This design comes from an exercise in tuning for small area, a short achievable clock period and few clock cycles per item on the open sky130 flow, not from production work.
In this exercise RTL edits were held to simulation tests only and were not proved equivalent to the original.
Power is estimated from default activity; no workload was simulated.

$ cat design.v
`default_nettype none
package mspc_pkg;
    localparam int GAIN_W      = 16;
    localparam int LIMIT_W     = 15;
    localparam int INTEG_W     = 16;
    localparam int DRIVE_W     = 16;
    localparam int CFG_ADDR_W  = 3;
    localparam int CFG_DATA_W  = 16;
    localparam int OUT_DATA_W  = ((DRIVE_W + 1 + 7) / 8) * 8;
    localparam logic [CFG_ADDR_W-1:0] REG_MODE           = 3'd0;
    localparam logic [CFG_ADDR_W-1:0] REG_INC_KP         = 3'd1;
    localparam logic [CFG_ADDR_W-1:0] REG_INC_KI         = 3'd2;
    localparam logic [CFG_ADDR_W-1:0] REG_POS_KP         = 3'd3;
    localparam logic [CFG_ADDR_W-1:0] REG_POS_KI         = 3'd4;
    localparam logic [CFG_ADDR_W-1:0] REG_POS_KD         = 3'd5;
    localparam logic [CFG_ADDR_W-1:0] REG_PWM_LIMIT      = 3'd6;
    localparam logic [CFG_ADDR_W-1:0] REG_INTEGRAL_LIMIT = 3'd7;
    localparam logic MODE_INC = 1'b0;
    localparam logic MODE_POS = 1'b1;
    localparam logic signed [GAIN_W-1:0] RST_POS_KP         = 16'sd20;
    localparam logic signed [GAIN_W-1:0] RST_POS_KI         = 16'sd5;
    localparam logic signed [GAIN_W-1:0] RST_POS_KD         = 16'sd0;
    localparam logic [LIMIT_W-1:0]       RST_PWM_LIMIT      = 15'd989;
    localparam logic [LIMIT_W-1:0]       RST_INTEGRAL_LIMIT = 15'd500;
    typedef struct packed {
        logic                       mode;
        logic signed [GAIN_W-1:0]   inc_kp;
        logic signed [GAIN_W-1:0]   inc_ki;
        logic signed [GAIN_W-1:0]   pos_kp;
        logic signed [GAIN_W-1:0]   pos_ki;
        logic signed [GAIN_W-1:0]   pos_kd;
        logic [LIMIT_W-1:0]         pwm_limit;
        logic [LIMIT_W-1:0]         integral_limit;
    } t_cfg;
    typedef struct packed {
        logic signed [DRIVE_W-1:0]  drive;
        logic                       clamped;
    } t_drive;
endpackage
`default_nettype wire
`default_nettype none
module mspc_cfg_regs (
    input  wire logic                               i_clk,
    input  wire logic                               i_rst_n,
    input  wire logic                               i_cfg_we,
    input  wire logic [mspc_pkg::CFG_ADDR_W-1:0]    i_cfg_addr,
    input  wire logic [mspc_pkg::CFG_DATA_W-1:0]    i_cfg_wdata,
    output mspc_pkg::t_cfg                          o_cfg
);
    mspc_pkg::t_cfg r_cfg;
    always_ff @(posedge i_clk) begin
        if (!i_rst_n) begin
            r_cfg.mode           <= mspc_pkg::MODE_INC;
            r_cfg.inc_kp         <= '0;
            r_cfg.inc_ki         <= '0;
            r_cfg.pos_kp         <= mspc_pkg::RST_POS_KP;
            r_cfg.pos_ki         <= mspc_pkg::RST_POS_KI;
            r_cfg.pos_kd         <= mspc_pkg::RST_POS_KD;
            r_cfg.pwm_limit      <= mspc_pkg::RST_PWM_LIMIT;
            r_cfg.integral_limit <= mspc_pkg::RST_INTEGRAL_LIMIT;
        end else if (i_cfg_we) begin
            case (i_cfg_addr)
                mspc_pkg::REG_MODE:           r_cfg.mode   <= i_cfg_wdata[0];
                mspc_pkg::REG_INC_KP:         r_cfg.inc_kp <= i_cfg_wdata;
                mspc_pkg::REG_INC_KI:         r_cfg.inc_ki <= i_cfg_wdata;
                mspc_pkg::REG_POS_KP:         r_cfg.pos_kp <= i_cfg_wdata;
                mspc_pkg::REG_POS_KI:         r_cfg.pos_ki <= i_cfg_wdata;
                mspc_pkg::REG_POS_KD:         r_cfg.pos_kd <= i_cfg_wdata;
                mspc_pkg::REG_PWM_LIMIT: begin
                    r_cfg.pwm_limit <= i_cfg_wdata[mspc_pkg::LIMIT_W-1:0];
                end
                mspc_pkg::REG_INTEGRAL_LIMIT: begin
                    r_cfg.integral_limit <= i_cfg_wdata[mspc_pkg::LIMIT_W-1:0];
                end
                default: begin
                end
            endcase
        end
    end
    assign o_cfg = r_cfg;
endmodule
`default_nettype wire
`default_nettype none
module mspc_inc_pi #(
    parameter int SAMPLE_WIDTH   = 16,
    parameter int GAIN_FRAC_BITS = 8,
    parameter int ACC_WIDTH      = 48
) (
    input  wire logic                                   i_clk,
    input  wire logic                                   i_rst_n,
    input  wire logic                                   i_step,
    input  wire logic signed [SAMPLE_WIDTH:0]           i_error,
    input  wire logic signed [mspc_pkg::GAIN_W-1:0]     i_kp,
    input  wire logic signed [mspc_pkg::GAIN_W-1:0]     i_ki,
    input  wire logic [mspc_pkg::LIMIT_W-1:0]           i_pwm_limit,
    output mspc_pkg::t_drive                            o_res
);
    localparam int EW   = SAMPLE_WIDTH + 1;
    localparam int PW   = SAMPLE_WIDTH + 2;
    localparam int PPW  = mspc_pkg::GAIN_W + PW;
    localparam int PIW  = mspc_pkg::GAIN_W + EW;
    localparam int IW   = PPW + 1;
    localparam int SUMW = ((IW > ACC_WIDTH) ? IW : ACC_WIDTH) + 1;
    logic signed [ACC_WIDTH-1:0] r_acc;
    logic signed [ACC_WIDTH-1:0] n_acc;
    logic signed [PW-1:0]        r_prev;
    logic signed [PW-1:0]        w_err_x;
    logic signed [PW-1:0]        w_diff;
    logic signed [PPW-1:0]       w_prod_p;
    logic signed [PIW-1:0]       w_prod_i;
    logic signed [SUMW-1:0]      w_inc;
    logic signed [SUMW-1:0]      w_sum;
    logic                        w_fits;
    logic                        w_neg;
    logic [ACC_WIDTH-1:0]        w_mag;
    logic [ACC_WIDTH-1:0]        w_q;
    logic                        w_hit;
    logic [mspc_pkg::LIMIT_W-1:0] w_qc;
    assign w_err_x  = {{(PW-EW){i_error[EW-1]}}, i_error};
    assign w_diff   = w_err_x - r_prev;
    assign w_prod_p = i_kp * w_diff;
    assign w_prod_i = i_ki * i_error;
    assign w_inc    = SUMW'(w_prod_p) + SUMW'(w_prod_i);
    assign w_sum    = SUMW'(r_acc) + w_inc;
    assign w_fits = (w_sum[SUMW-1:ACC_WIDTH-1] == '0) || (w_sum[SUMW-1:ACC_WIDTH-1] == '1);
    always_comb begin
        if (w_fits) begin
            n_acc = w_sum[ACC_WIDTH-1:0];
        end else begin
            n_acc = {w_sum[SUMW-1], {(ACC_WIDTH-1){~w_sum[SUMW-1]}}};
        end
    end
    assign w_neg = n_acc[ACC_WIDTH-1];
    assign w_mag = w_neg ? (~n_acc + 1'b1) : n_acc;
    assign w_q   = w_mag >> GAIN_FRAC_BITS;
    assign w_hit = w_q > ACC_WIDTH'(i_pwm_limit);
    assign w_qc  = w_hit ? i_pwm_limit : w_q[mspc_pkg::LIMIT_W-1:0];
    assign o_res.drive   = w_neg ? -$signed({1'b0, w_qc}) : $signed({1'b0, w_qc});
    assign o_res.clamped = w_hit;
    always_ff @(posedge i_clk) begin
        if (!i_rst_n) begin
            r_acc  <= '0;
            r_prev <= '0;
        end else if (i_step) begin
            r_acc  <= n_acc;
            r_prev <= w_err_x;
        end
    end
endmodule
`default_nettype wire
`default_nettype none
module mspc_pos_pid #(
    parameter int SAMPLE_WIDTH = 16
) (
    input  wire logic                                   i_clk,
    input  wire logic                                   i_rst_n,
    input  wire logic                                   i_step,
    input  wire logic signed [SAMPLE_WIDTH:0]           i_error,
    input  wire logic signed [mspc_pkg::GAIN_W-1:0]     i_kp,
    input  wire logic signed [mspc_pkg::GAIN_W-1:0]     i_ki,
    input  wire logic signed [mspc_pkg::GAIN_W-1:0]     i_kd,
    input  wire logic [mspc_pkg::LIMIT_W-1:0]           i_pwm_limit,
    input  wire logic [mspc_pkg::LIMIT_W-1:0]           i_integral_limit,
    output mspc_pkg::t_drive                            o_res
);
    localparam int EW  = SAMPLE_WIDTH + 1;
    localparam int PW  = SAMPLE_WIDTH + 2;
    localparam int IW  = mspc_pkg::INTEG_W;
    localparam int SNW = ((IW > EW) ? IW : EW) + 1;
    localparam int TPW = mspc_pkg::GAIN_W + EW;
    localparam int TIW = mspc_pkg::GAIN_W + IW;
    localparam int TDW = mspc_pkg::GAIN_W + PW;
    localparam int RW  = ((TDW > TIW) ? TDW : TIW) + 2;
    localparam int DW  = mspc_pkg::DRIVE_W;
    logic signed [IW-1:0]  r_isum;
    logic signed [IW-1:0]  n_isum;
    logic signed [PW-1:0]  r_prev;
    logic signed [PW-1:0]  w_err_x;
    logic signed [PW-1:0]  w_diff;
    logic signed [SNW-1:0] w_s;
    logic signed [SNW-1:0] w_ilim;
    logic signed [TPW-1:0] w_tp;
    logic signed [TIW-1:0] w_ti;
    logic signed [TDW-1:0] w_td;
    logic signed [RW-1:0]  w_raw;
    logic signed [RW-1:0]  w_plim;
    logic signed [DW-1:0]  w_plim_d;
    assign w_err_x = {{(PW-EW){i_error[EW-1]}}, i_error};
    assign w_diff  = w_err_x - r_prev;
    assign w_s    = SNW'(r_isum) + SNW'(i_error);
    assign w_ilim = SNW'({1'b0, i_integral_limit});
    always_comb begin
        if (w_s > w_ilim) begin
            n_isum = w_ilim[IW-1:0];
        end else if (w_s < -w_ilim) begin
            n_isum = IW'(-w_ilim);
        end else begin
            n_isum = w_s[IW-1:0];
        end
    end
    assign w_tp  = i_kp * i_error;
    assign w_ti  = i_ki * n_isum;
    assign w_td  = i_kd * w_diff;
    assign w_raw = RW'(w_tp) + RW'(w_ti) + RW'(w_td);
    assign w_plim   = RW'({1'b0, i_pwm_limit});
    assign w_plim_d = DW'({1'b0, i_pwm_limit});
    always_comb begin
        if (w_raw > w_plim) begin
            o_res.drive   = w_plim_d;
            o_res.clamped = 1'b1;
        end else if (w_raw < -w_plim) begin
            o_res.drive   = -w_plim_d;
            o_res.clamped = 1'b1;
        end else begin
            o_res.drive   = w_raw[DW-1:0];
            o_res.clamped = 1'b0;
        end
    end
    always_ff @(posedge i_clk) begin
        if (!i_rst_n) begin
            r_isum <= '0;
            r_prev <= '0;
        end else if (i_step) begin
            r_isum <= n_isum;
            r_prev <= w_err_x;
        end
    end
endmodule
`default_nettype wire
`default_nettype none
module motor_speed_pi_pid_control_core #(
    parameter int SAMPLE_WIDTH   = 16,
    parameter int GAIN_FRAC_BITS = 8,
    parameter int ACC_WIDTH      = 48
) (
    input  wire logic                                   i_clk,
    input  wire logic                                   i_rst_n,
    input  wire logic                                   i_s_axis_tvalid,
    output      logic                                   o_s_axis_tready,
    input  wire logic [((2*SAMPLE_WIDTH+1+7)/8)*8-1:0]  i_s_axis_tdata,
    output      logic                                   o_m_axis_tvalid,
    input  wire logic                                   i_m_axis_tready,
    output      logic [mspc_pkg::OUT_DATA_W-1:0]        o_m_axis_tdata,
    input  wire logic                                   i_cfg_we,
    input  wire logic [mspc_pkg::CFG_ADDR_W-1:0]        i_cfg_addr,
    input  wire logic [mspc_pkg::CFG_DATA_W-1:0]        i_cfg_wdata
);
    localparam int SW = SAMPLE_WIDTH;
    localparam int EW = SAMPLE_WIDTH + 1;
    mspc_pkg::t_cfg   w_cfg;
    mspc_pkg::t_drive w_inc_res;
    mspc_pkg::t_drive w_pos_res;
    mspc_pkg::t_drive r_res;
    logic                 r_in_valid;
    logic                 r_run;
    logic signed [EW-1:0] r_err;
    logic                 r_out_valid;
    logic                 w_out_free;
    logic                 w_advance;
    logic                 w_in_take;
    logic                 w_step;
    logic signed [EW-1:0] w_err;
    logic [SW-1:0]        w_target;
    logic [SW-1:0]        w_measured;
    assign w_target   = i_s_axis_tdata[SW-1:0];
    assign w_measured = i_s_axis_tdata[2*SW-1:SW];
    assign w_err      = $signed({w_target[SW-1], w_target})
                      - $signed({w_measured[SW-1], w_measured});
    assign w_out_free      = !r_out_valid || i_m_axis_tready;
    assign w_advance       = r_in_valid && w_out_free;
    assign o_s_axis_tready = !r_in_valid || w_out_free;
    assign w_in_take       = i_s_axis_tvalid && o_s_axis_tready;
    assign w_step          = w_advance && r_run;
    mspc_cfg_regs u_cfg (
        .i_clk       (i_clk),
        .i_rst_n     (i_rst_n),
        .i_cfg_we    (i_cfg_we),
        .i_cfg_addr  (i_cfg_addr),
        .i_cfg_wdata (i_cfg_wdata),
        .o_cfg       (w_cfg)
    );
    mspc_inc_pi #(
        .SAMPLE_WIDTH   (SAMPLE_WIDTH),
        .GAIN_FRAC_BITS (GAIN_FRAC_BITS),
        .ACC_WIDTH      (ACC_WIDTH)
    ) u_inc (
        .i_clk       (i_clk),
        .i_rst_n     (i_rst_n),
        .i_step      (w_step && (w_cfg.mode == mspc_pkg::MODE_INC)),
        .i_error     (r_err),
        .i_kp        (w_cfg.inc_kp),
        .i_ki        (w_cfg.inc_ki),
        .i_pwm_limit (w_cfg.pwm_limit),
        .o_res       (w_inc_res)
    );
    mspc_pos_pid #(
        .SAMPLE_WIDTH (SAMPLE_WIDTH)
    ) u_pos (
        .i_clk            (i_clk),
        .i_rst_n          (i_rst_n),
        .i_step           (w_step && (w_cfg.mode == mspc_pkg::MODE_POS)),
        .i_error          (r_err),
        .i_kp             (w_cfg.pos_kp),
        .i_ki             (w_cfg.pos_ki),
        .i_kd             (w_cfg.pos_kd),
        .i_pwm_limit      (w_cfg.pwm_limit),
        .i_integral_limit (w_cfg.integral_limit),
        .o_res            (w_pos_res)
    );
    always_ff @(posedge i_clk) begin
        if (!i_rst_n) begin
            r_in_valid  <= 1'b0;
            r_out_valid <= 1'b0;
        end else begin
            if (o_s_axis_tready) begin
                r_in_valid <= i_s_axis_tvalid;
            end
            if (w_out_free) begin
                r_out_valid <= r_in_valid;
            end
        end
    end
    always_ff @(posedge i_clk) begin
        if (w_in_take) begin
            r_err <= w_err;
            r_run <= i_s_axis_tdata[2*SW];
        end
        if (w_advance) begin
            if (!r_run) begin
                r_res <= '0;
            end else if (w_cfg.mode == mspc_pkg::MODE_POS) begin
                r_res <= w_pos_res;
            end else begin
                r_res <= w_inc_res;
            end
        end
    end
    assign o_m_axis_tvalid = r_out_valid;
    assign o_m_axis_tdata  = {{(mspc_pkg::OUT_DATA_W-mspc_pkg::DRIVE_W-1){1'b0}},
                              r_res.clamped, r_res.drive};
endmodule
`default_nettype wire
$ cat run.sh
#!/bin/bash
# synth_recipe.tcl (not shown) runs the flow's synth.tcl, then flattens the netlist and writes it again
# the make line also repeats each setting of config.mk as NAME=value (left out here)
make -C /OpenROAD-flow-scripts/flow DESIGN_CONFIG=/design/flow/config.mk WORK_HOME=/design/flow/orfs CLKGATE_MAP_FILE= SYNTH_SCRIPT=/design/flow/synth_recipe.tcl finish
$ cat config.mk
export PLATFORM = sky130hd
export DESIGN_NAME = motor_speed_pi_pid_control_core
export DESIGN_NICKNAME = motor_speed_pi_pid_control_core
export VERILOG_FILES = /design/flow/design.v
export SDC_FILE = /design/flow/constraint.sdc
export NUM_CORES = 4
export LEC_CHECK = 0
export CAP_MARGIN = 20
export CORE_MARGIN = 2
export CORE_UTILIZATION = 40
export PLACE_DENSITY = 0.6
export SLEW_MARGIN = 20
$ cat constraint.sdc
create_clock -name core_clock -period 20.0 [get_ports {i_clk}]
set_input_delay 4.0000 -clock core_clock [delete_from_list [all_inputs] [get_ports {i_clk}]]
set_output_delay 4.0000 -clock core_clock [all_outputs]
set_load 0.01 [all_outputs]
==> results.txt <==
[cells by family after synthesis]
logic type,synth area share
simple gates,0.158
other cells,0.0000477
mux,0.00684
compound gates,0.0852
buf+inv,0.126
xor+xnor,0.0169
fa+ha+maj,0.541
flops,0.0671
[per-stage QoR]
step	hold WS (ns)	cells	area [um^2]
6_report	0.455	11600	84100
5_1_grt	0.476	11600	84100
4_1_cts	0.455	11600	83800
3_5_place_dp	0.446	11500	82600
3_3_place_gp	0.442	11500	82600
2_1_floorplan	0.436	9047	78700
[worst min-delay path: cells and delay by family, from the launching register on]
| family | cells | cell delay, ns |
|---|---|---|
| compound gates | 1 | 0.05 |
| flops | 1 | 0.31 |
| simple gates | 1 | 0.05 |
[power breakdown]
part	internal (mW)	leakage [nW]	switching, mW
registers	0.537	2.05	0.0400
logic	3.89	37.3	6.63
clock network	0.387	0.584	0.310
[metal layers]
layer / vias up / wire, um / GRT usage
met5: - / 0 / 0
li1: 27200 / - / -
met2: 1889 / 115000 / 0.414
met3: 326 / 13900 / 0.0284
met1: 31700 / 99000 / 0.322
met4: 0 / 8060 / 0.0743
[synthesized netlist by cell type (16+ instances only)]
library cell,count
a211oi_1,44
a21boi_0,50
a21o_1,49
a21oi_1,288
a221oi_1,16
a31oi_1,32
and2_1,373
and3_1,29
clkbuf_1,397
dfxtp_1,211
edfxtp_1,35
fa_1,1780
ha_1,551
inv_1,2194
mux2i_1,38
nand2_1,1201
nand2b_1,99
nand3_1,98
nand4_1,50
nor2_1,347
nor2b_1,122
nor3_1,163
nor4_1,43
o2111ai_1,16
o211a_1,22
o211ai_1,49
o21a_1,54
o21ai_0,187
o311ai_0,19
o31ai_1,18
or2_2,18
or3_1,24
or4_1,17
xnor2_1,114
xor2_1,33
[cell type report]
| cell class | count | area (um^2) |
|---|---|---|
| Clock buffer | 41 | 950 |
| Clock inverter | 25 | 270 |
| Fill cell | 19300 | 111000 |
| Inverter | 2202 | 8280 |
| Multi-Input combinational cell | 6179 | 63700 |
| Sequential cell | 246 | 5280 |
| Tap cell | 2624 | 3280 |
| Timing Repair Buffer | 277 | 2280 |
[worst max-delay path by stage]
stage	endpoint	slack [ns]	cells past startpoint
final	r_res[13]	1.13	74
after global routing	r_res[13]	-0.06	76
after CTS	r_res[15]	0.33	75
after detailed placement	r_res[13]	0.40	75
after global placement	r_res[15]	0.51	73
after floorplan	r_res[13]	1.88	77
[timing repair]
item                                    CTS  global route
buffers inserted                          0            12
resized for setup                         0            43
endpoints found under the setup margin    0             8
[state kept, by name (all words and copies together), names as in the netlist]
signal / flops
u_cfg.r_cfg: 111
u_inc.r_acc: 48
r_err: 17
r_res: 17
u_inc.r_prev: 17
u_pos.r_prev: 17
u_pos.r_isum: 16
r_in_valid: 1
r_out_valid: 1
r_run: 1
==> results.txt <==
Area Overhead vs Synth = 6.87%
Worst-path clk slew = 0.07 ns
Synth top area share = 0.453
CTS H-Tree Depth = 2
antenna violations before repair = 6
I/O pin cnt = 90
die height = 447 um
Post-synth EDFFs = 35
routed vias = 61,100
Critical Path AT = 19.23 ns
worst-skew pair later-pin latency = 0.63 ns
Min-Delay Startpoint = u_inc.r_prev[16]
worst r2r dst = r_res[13]
hold path cells = 2
maximum clock path buffer count = 3
layout cells sized above 1 = 0.0417
NumNets Final = 11,300
Leak Pwr = 39.9 nW
first drt pass iteration count = 6
sum of buffers and inverters on the critical path = 10
PD cells = 140 nW/um^2
Worst Setup Slack, final = 1.13 ns
Final setup violation count = 0
Mapped Area = 78,700 um^2
final WL = 236 mm
Critical Path Max Stage Delay = 0.59 ns
Req. time, crit path = 20.36 ns
first-pass GRT wire length = 377 mm
vias per cell = 5.27
ranking of synthesized cells by area = fa_1 45%, inv_1 10%, ha_1 8.8%
sequential area share after synthesis = 0.0671
Clock Sinks = 246
hold crit path type = flip-flop to flip-flop
DP HPWL = 199 mm
worst slew pin tran = 1.19 ns
Placement Rows = 162
core area = 195,000 um^2
Avg Inst Size Synth = 8.70 um^2
starting density of the core = 0.403
cell family with most CP delay = compound AO/OA/AOI/OAI gates
CTS root buf = clkbuf_16
vias in the first global route = 65,100
Max Clock Skew = 0.0460 ns
die area = 200,000 um^2
Crit path top cell by count = a21oi_1
FFs w/ async S/R, synth = 0
Yosys warnings = 4
Yosys top cell by area = fa_1
DRT iter0 DRCs = 4,219
overall power = 11.8 mW
Slew HR = 0.203
pre-CTS setup slack = 0.395 ns
Hold Fails Final Rpt = 0
commonest non-fill, non-tap cells in the layout = 2,191 x inv_1, 1,778 x fa_1, 1,199 x nand2_1, 548 x ha_1, 373 x and2_1
Finished Core Util = 0.431
worst IR drop on VDD = 0.255 mV
Syn Inst Count = 9,041
synthesized flop and latch total = 246
setup TNS = 0 ns
wire per inst = 20.3 um
Crit. End Element = flip-flop
post-route ant nets = 0
CP Max Fanout = 16
Reg2Reg Setup Slack = 1.13 ns
Global Route Usage Sum = 0.243
Synth cell types = 98
largest net degree at the start of global routing = 83
Max Cap Viol = 0
Slowest-stage cell, CP = a21oi_1
Final Cycle Share = 0.943
Max Slew Vio Count = 0
placer congestion estimate = 0.922
leading cell type in the layout, fill and taps excluded = inv_1
CTS Hold Bufs = 0
R2R depth = 74
Startpoint Class = flip-flop
Worst Setup SP = r_err[1]
predominant post-synthesis flop cell = dfxtp_1
ant diodes = 0
GRT overflow = 0
kind of critical path = flip-flop to flip-flop
outcome = complete, no violations
CTS tree = done
number of buffers created by CTS = 36
fin crit period = 18.87 ns
# DRC = 0
Die W = 447 um
Max Fclk = 53.0 MHz
R2R Path Start = r_err[1]
WHS Endpoint = u_inc.r_prev[16]
I/O Buffers = 75
Testbench counts, summed over its fixed seeds: cycles 19,296, items 19,200.

[port drivers added, routing unchanged]
The results above use ideal ports. As a check the final layout listed here was re-extracted and re-timed, cells and wires unchanged.
Step 1 sets driving cells, clkbuf_16 on the clock port and buf_2 on the other inputs (assumed; they add their load-dependent delay and slew).
Step 2, shift: input delay + t, output delay - t, t = (earliest + latest rising clock arrival at the registers) / 2. This alone moves slack from input paths to output paths.
Slacks: no drivers / after step 1 / after step 2; pairs: no drivers / after step 1.
shift t [ns]: 0.679
setup WS [ns]: 1.131 / 1.131 / 1.131
slew at the worst register clock pin (ns): 0.07 / 0.07
worst data-port slew with drivers (ns): 0.06
After both steps this run still meets setup and hold. For this run, drivers alone change the setup slack by 0.000 ns; drivers and shift together by 0.000 ns.
